This design comes from an exercise in tuning for small area, a short achievable clock period and few clock cycles per item on the open sky130 flow, not from production work.
Where RTL was checked, it was by simulation tests only, not by an equivalence proof against the original.

## mandel_engine
module mandel_engine #(
  parameter int W       = 16,
  parameter int FRAC    = 12,
  parameter int ITER_W  = 16,
  parameter int COORD_W = 9
) (
  input  logic               clk,
  input  logic               rst,
  input  logic               cfg_start,
  input  logic [COORD_W-1:0] cfg_pix_w,
  input  logic [COORD_W-1:0] cfg_pix_h,
  input  logic [W-1:0]       cfg_cxs,
  input  logic [W-1:0]       cfg_cys,
  input  logic [W-1:0]       cfg_dcx,
  input  logic [W-1:0]       cfg_dcy,
  input  logic [ITER_W-1:0]  cfg_max_iter,
  input  logic               abort,
  output logic               busy,
  output logic               done,
  output logic               out_valid,
  input  logic               out_ready,
  output logic [COORD_W-1:0] out_x,
  output logic [COORD_W-1:0] out_y,
  output logic [ITER_W-1:0]  out_iter,
  output logic               out_inside
);
Settings: LEC_CHECK=0, ABC_CLOCK_PERIOD_IN_PS=5000, CAP_MARGIN=20, CORE_MARGIN=2, CORE_UTILIZATION=40, SETUP_SLACK_MARGIN=5, SLEW_MARGIN=20; clock period 12.0 ns.
standard.sh (not shown) runs the stock make flow with config.mk's settings and CLKGATE_MAP_FILE= SYNTH_SCRIPT=/design/flow/synth_recipe.tcl, a recipe that flattens the netlist after the stock synthesis.
==> flow/flow/run.sh <==
#!/bin/bash
set -euo pipefail
bash standard.sh SETUP_SLACK_MARGIN=8.5 finish > flow_make.log 2>&1
Testbench counts at the start, summed over its fixed seeds: cycles 48,565, pixels 3,072.
Next try:
--- a/flow/design.v
+++ b/flow/design.v
@@ -28,48 +28,49 @@
   logic [COORD_W-1:0]  pix_w, pix_h, ax, ay;
   logic signed [W-1:0] cxs, dcx, dcy, acx, acy;
   logic [ITER_W-1:0]   max_iter;
   logic                comp;
   logic [1:0]          aseq, oseq;
   logic                ofirst;
   logic                rb_v, rb_inside;
   logic [1:0]          rb_tag;
   logic [ITER_W-1:0]   rb_iter;
   logic signed [W-1:0] x1, y1, cx1, cy1;
   logic [13:0]         sx1, sy1;
   logic [ITER_W-1:0]   i1;
-  logic                act1, hold1, fr1, er1, hin1, lr1;
+  logic                act1, hold1, fr1, er1, hin1;
   logic [1:0]          tg1;
   logic [PW-1:0]       p2;
   logic signed [W-1:0] cx2, cy2;
   logic [13:0]         sx2, sy2;
   logic [ITER_W-1:0]   i2;
-  logic                act2, hold2, er2, hin2, lr2, lim2, cyc2, es2;
+  logic                act2, hold2, er2, hin2, fn2, es2;
   logic [1:0]          tg2;
   logic [PW-1:0]       p1;
-  logic                bigx, bigy, mi_zero, at_lim, cyc, es1;
+  logic                bigx, bigy, mi_zero, at_lim, cyc, fn1, es1;
   logic [4:0]          hx, hy, hthr;
-  logic                sure, inc, now;
+  logic                sure, inc;
   logic                esc_mag, esc_now, fin, use_i, res_in, can_out, rb_go, to_out, to_rb;
   logic                delivered, take, row_end, last_pix, capture, done_cond;
   logic signed [W-1:0] xn, yn;
   logic [ITER_W-1:0]   res_iter;
   mandel_s1 u_s1 (.x(x1[13:0]), .y(y1[13:0]), .cx(cx1), .cy(cy1), .p(p1));
   mandel_s2 u_s2 (.p(p2), .cx(cx2), .esc_mag(esc_mag), .xn(xn), .yn(yn));
   always_comb begin
     mi_zero = (max_iter == '0);
     bigx = !((x1[15:13] == 3'b000) || (x1[15:13] == 3'b111 && x1[12:0] != '0));
     bigy = !((y1[15:13] == 3'b000) || (y1[15:13] == 3'b111 && y1[12:0] != '0));
     at_lim = (i1 + ITER_W'(1) == max_iter);
     cyc = !fr1 && ({x1[13:0], y1[13:0]} == {sx1, sy1});
+    fn1 = at_lim || cyc || mi_zero;
     hx = x1[12:8] ^ {5{x1[13]}};
     hy = y1[12:8] ^ {5{y1[13]}};
     case (hx)
       5'd0: hthr = 5'd0;
       5'd1: hthr = 5'd0;
       5'd2: hthr = 5'd0;
       5'd3: hthr = 5'd0;
       5'd4: hthr = 5'd0;
       5'd5: hthr = 5'd0;
       5'd6: hthr = 5'd0;
       5'd7: hthr = 5'd0;
       5'd8: hthr = 5'd31;
@@ -92,75 +93,71 @@
       5'd25: hthr = 5'd20;
       5'd26: hthr = 5'd19;
       5'd27: hthr = 5'd18;
       5'd28: hthr = 5'd16;
       5'd29: hthr = 5'd14;
       5'd30: hthr = 5'd12;
       5'd31: hthr = 5'd8;
       default: hthr = 5'd0;
     endcase
     es1 = bigx || bigy || (hthr != 5'd0 && hy >= hthr);
     esc_now = (es2 || esc_mag) && !mi_zero;
     sure = es2 && !mi_zero;
-    now = sure || cyc2 || mi_zero;
-    fin = act2 && (hold2 || er2 || lr2 || now);
-    inc = !hold2 && !er2 && !lr2 && sure;
+    fin = act2 && (hold2 || er2 || fn2 || sure);
+    inc = !hold2 && !er2 && sure;
     use_i = er2 || inc;
-    res_in = hold2 ? hin2 : !(er2 || (!lr2 && sure));
+    res_in = hold2 ? hin2 : (!er2 && !esc_now);
     res_iter = use_i ? (inc ? i2 + ITER_W'(1) : i2) : max_iter;
     can_out = !out_valid;
     rb_go = rb_v && (rb_tag == oseq) && can_out;
     to_out = fin && (tg2 == oseq) && can_out;
     to_rb = fin && !to_out && (!rb_v || rb_go);
     delivered = to_out || to_rb;
     take = comp && (!act2 || delivered);
     row_end = (ax == pix_w - COORD_W'(1));
     last_pix = row_end && (ay == pix_h - COORD_W'(1));
     capture = rb_go || to_out;
     done_cond = !comp && !act1 && !act2 && !rb_v && (!out_valid || out_ready);
   end
   always_ff @(posedge clk) begin
     p2    <= p1;
     i2    <= i1;
     cx2   <= cx1;
     cy2   <= cy1;
     tg2   <= tg1;
     hold2 <= hold1;
     er2   <= er1;
     hin2  <= hin1;
-    lim2  <= at_lim;
-    cyc2  <= cyc;
-    lr2   <= lr1;
+    fn2   <= fn1;
     es2   <= es1;
     act2  <= busy && act1;
     if (i1[1:0] == 2'b00) begin
       sx2 <= x1[13:0];
       sy2 <= y1[13:0];
     end else begin
       sx2 <= sx1;
       sy2 <= sy1;
     end
     sx1 <= sx2;
     sy1 <= sy2;
     x1    <= take ? acx : xn;
     y1    <= take ? acy : yn;
     cx1   <= take ? acx : cx2;
     cy1   <= take ? acy : cy2;
     i1    <= take ? '0 : ((fin && !inc) ? i2 : i2 + ITER_W'(1));
     tg1   <= take ? aseq : tg2;
     act1  <= busy && (take || (act2 && !delivered));
     hold1 <= !take && fin;
     fr1   <= take;
     er1   <= !take && (fin ? use_i : esc_now);
-    lr1   <= !take && !fin && lim2;
     hin1  <= res_in;
   end
   always_ff @(posedge clk) begin
     if (rst) begin
       busy      <= 1'b0;
       done      <= 1'b0;
       out_valid <= 1'b0;
     end else begin
       done <= 1'b0;
       if (busy && abort) begin
         busy      <= 1'b0;
         out_valid <= 1'b0;
Non-clock buffer count increases by 37.
Global-route usage increases by 0.59 points.
Area after synthesis stays flat.
Clock skew decreases by 0.012 ns.
Worst setup slack got worse by 0.071 ns.
Core utilization increases by 0.29 points.
Critical path depth increases by 1.
Count of clock-buffer cells in the layout decreases by 10.
Final cell count increases by 0.77%.
Register-to-register slack got worse by 0.07 ns.
Synthesized cell count is about the same.
The RTL of the second run of this note was laid out without a check of its function.

mandel_engine, a different RTL version from the one above (not shown whole).
Size in the first run: ~3100 cells after synthesis, about 550 flip-flops, ~140 I/O pins, ~34000 µm² of cells after synthesis.
clock: 12.0 ns
lec_check: 0
abc_clock_period_in_ps: 5000
cap_margin: 20
core_margin: 2
core_utilization: 40
setup_slack_margin: 5
slew_margin: 20
tns_end_percent: 0
==> flow/flow/run.sh <==
#!/bin/bash
set -euo pipefail
sed '1s/^proc synth {args} { yosys synth -nofsm -noshare {\*}\$args }$/proc synth {args} { yosys synth -nofsm -noshare -noabc {*}$args }/' synth_recipe.tcl > synth_noabc.tcl
grep -q -- '-noabc' synth_noabc.tcl
bash standard.sh SYNTH_SCRIPT="$PWD/synth_noabc.tcl" SETUP_SLACK_MARGIN=8.5 finish > flow_make.log 2>&1
Edit:
--- a/flow/design.v
+++ b/flow/design.v
@@ -37,23 +37,23 @@
   logic signed [W-1:0] x1, y1, cx1, cy1;
   logic [13:0]         sx1, sy1;
   logic [ITER_W-1:0]   i1;
   logic                act1, hold1, fr1, er1, hin1, lr1;
   logic [1:0]          tg1;
   logic [PW-1:0]       p2;
   logic signed [W-1:0] cx2, cy2;
   logic [13:0]         sx2, sy2;
   logic [ITER_W-1:0]   i2;
-  logic                act2, hold2, er2, hin2, lr2, lim2, cyc2, es2, ns2;
+  logic                act2, hold2, er2, hin2, lr2, lim2, cyc2, es2;
   logic [1:0]          tg2;
   logic [PW-1:0]       p1;
-  logic                bigx, bigy, mi_zero, at_lim, cyc, es1, ns1;
-  logic [4:0]          hx, hy, hthr, hmax;
+  logic                bigx, bigy, mi_zero, at_lim, cyc, es1;
+  logic [4:0]          hx, hy, hthr;
   logic [ITER_W-1:0]   i1p;
   logic                sure, inc, now;
   logic                esc_mag, esc_now, fin, use_i, res_in, can_out, rb_go, to_out, to_rb;
   logic                delivered, take, row_end, last_pix, capture, done_cond;
   logic signed [W-1:0] xn, yn;
   logic [ITER_W-1:0]   res_iter;
   mandel_s1 u_s1 (.x(x1[13:0]), .y(y1[13:0]), .cx(cx1), .cy(cy1), .p(p1));
   mandel_s2 u_s2 (.p(p2), .cx(cx2), .esc_mag(esc_mag), .xn(xn), .yn(yn));
   always_comb begin
@@ -94,58 +94,22 @@
       5'd25: hthr = 5'd20;
       5'd26: hthr = 5'd19;
       5'd27: hthr = 5'd18;
       5'd28: hthr = 5'd16;
       5'd29: hthr = 5'd14;
       5'd30: hthr = 5'd12;
       5'd31: hthr = 5'd8;
       default: hthr = 5'd0;
     endcase
-    case (hx)
-      5'd0: hmax = 5'd30;
-      5'd1: hmax = 5'd30;
-      5'd2: hmax = 5'd30;
-      5'd3: hmax = 5'd30;
-      5'd4: hmax = 5'd30;
-      5'd5: hmax = 5'd30;
-      5'd6: hmax = 5'd30;
-      5'd7: hmax = 5'd29;
-      5'd8: hmax = 5'd29;
-      5'd9: hmax = 5'd29;
-      5'd10: hmax = 5'd29;
-      5'd11: hmax = 5'd28;
-      5'd12: hmax = 5'd28;
-      5'd13: hmax = 5'd27;
-      5'd14: hmax = 5'd27;
-      5'd15: hmax = 5'd26;
-      5'd16: hmax = 5'd26;
-      5'd17: hmax = 5'd25;
-      5'd18: hmax = 5'd24;
-      5'd19: hmax = 5'd23;
-      5'd20: hmax = 5'd23;
-      5'd21: hmax = 5'd22;
-      5'd22: hmax = 5'd21;
-      5'd23: hmax = 5'd20;
-      5'd24: hmax = 5'd18;
-      5'd25: hmax = 5'd17;
-      5'd26: hmax = 5'd16;
-      5'd27: hmax = 5'd14;
-      5'd28: hmax = 5'd12;
-      5'd29: hmax = 5'd10;
-      5'd30: hmax = 5'd6;
-      5'd31: hmax = 5'd31;
-      default: hmax = 5'd31;
-    endcase
     es1 = bigx || bigy || (hthr != 5'd0 && hy >= hthr);
-    ns1 = !bigx && !bigy && (hmax != 5'd31) && (hy <= hmax);
     esc_now = (es2 || esc_mag) && !mi_zero;
     sure = es2 && !mi_zero;
-    now = sure || cyc2 || mi_zero || (lim2 && ns2);
+    now = sure || cyc2 || mi_zero;
     fin = act2 && (hold2 || er2 || lr2 || now);
     inc = !hold2 && !er2 && !lr2 && sure;
     use_i = er2 || inc;
     res_in = hold2 ? hin2 : !(er2 || (!lr2 && sure));
     res_iter = use_i ? i2 : max_iter;
     can_out = !out_valid;
     rb_go = rb_v && (rb_tag == oseq) && can_out;
     to_out = fin && (tg2 == oseq) && can_out;
     to_rb = fin && !to_out && (!rb_v || rb_go);
@@ -163,19 +127,18 @@
     cy2   <= cy1;
     tg2   <= tg1;
     hold2 <= hold1;
     er2   <= er1;
     hin2  <= hin1;
     lim2  <= at_lim;
     cyc2  <= cyc;
     lr2   <= lr1;
     es2   <= es1;
-    ns2   <= ns1;
     act2  <= busy && act1;
     if (i1[1:0] == 2'b00) begin
       sx2 <= x1[13:0];
       sy2 <= y1[13:0];
     end else begin
       sx2 <= sx1;
       sy2 <= sy1;
     end
     sx1 <= sx2;
Result: The new run produced a clean layout. Setup slack gets better by 0.15 ns. Synthesized area hardly moves. Cell area goes up by 1.2%. Core utilization increases by 0.64 points. Die area barely changes. Routed wire length climbs by 0.32%. Register-to-register slack improved by 0.15 ns. Cell count rises by 0.39%. First-iteration DRC count falls by 11%.
Testbench counts after the change, summed over its fixed seeds: cycles 48,565, pixels 3,072.
The RTL of the first run of this note was laid out without a check of its function.

## port drivers added, routing unchanged
The flow's constraints put no driver on any port. The routed layouts listed below were extracted and timed again, unchanged, in two steps.
Step 1 assumes that a clkbuf_16 drives the clock port and a buf_2 every other input.
Step 2 adds t to the input delays and takes it off the output delays; t is the mean of the earliest and latest rising clock arrival at the registers after step 1. Input paths then give back, and output paths get back, about the clock's delay inside the block.
Slacks: ideal ports / drivers / drivers and shift; pairs: ideal ports / drivers.
run	t (ns)	slack for setup (ns)	worst hold slack (ns)	clock arrival spread, ns	pins driven straight from the clock port
the first run of note 1	0.702	7.804 / 7.804 / 7.804	0.317 / 0.317 / 0.317	0.064 / 0.064	1
the second run of note 1	0.699	7.732 / 7.732 / 7.732	0.321 / 0.321 / 0.321	0.053 / 0.053	1
the first run of note 2	0.693	8.166 / 8.166 / 7.735	0.320 / 0.320 / 0.320	0.031 / 0.031	1
the second run of note 2	0.688	8.313 / 8.296 / 7.868	0.317 / 0.317 / 0.317	0.056 / 0.055	1
After both steps setup and hold are still met in every run listed. The setup slack of the second run of note 2, which loses most, moves by -0.017 ns with the drivers and by -0.445 ns with both steps.
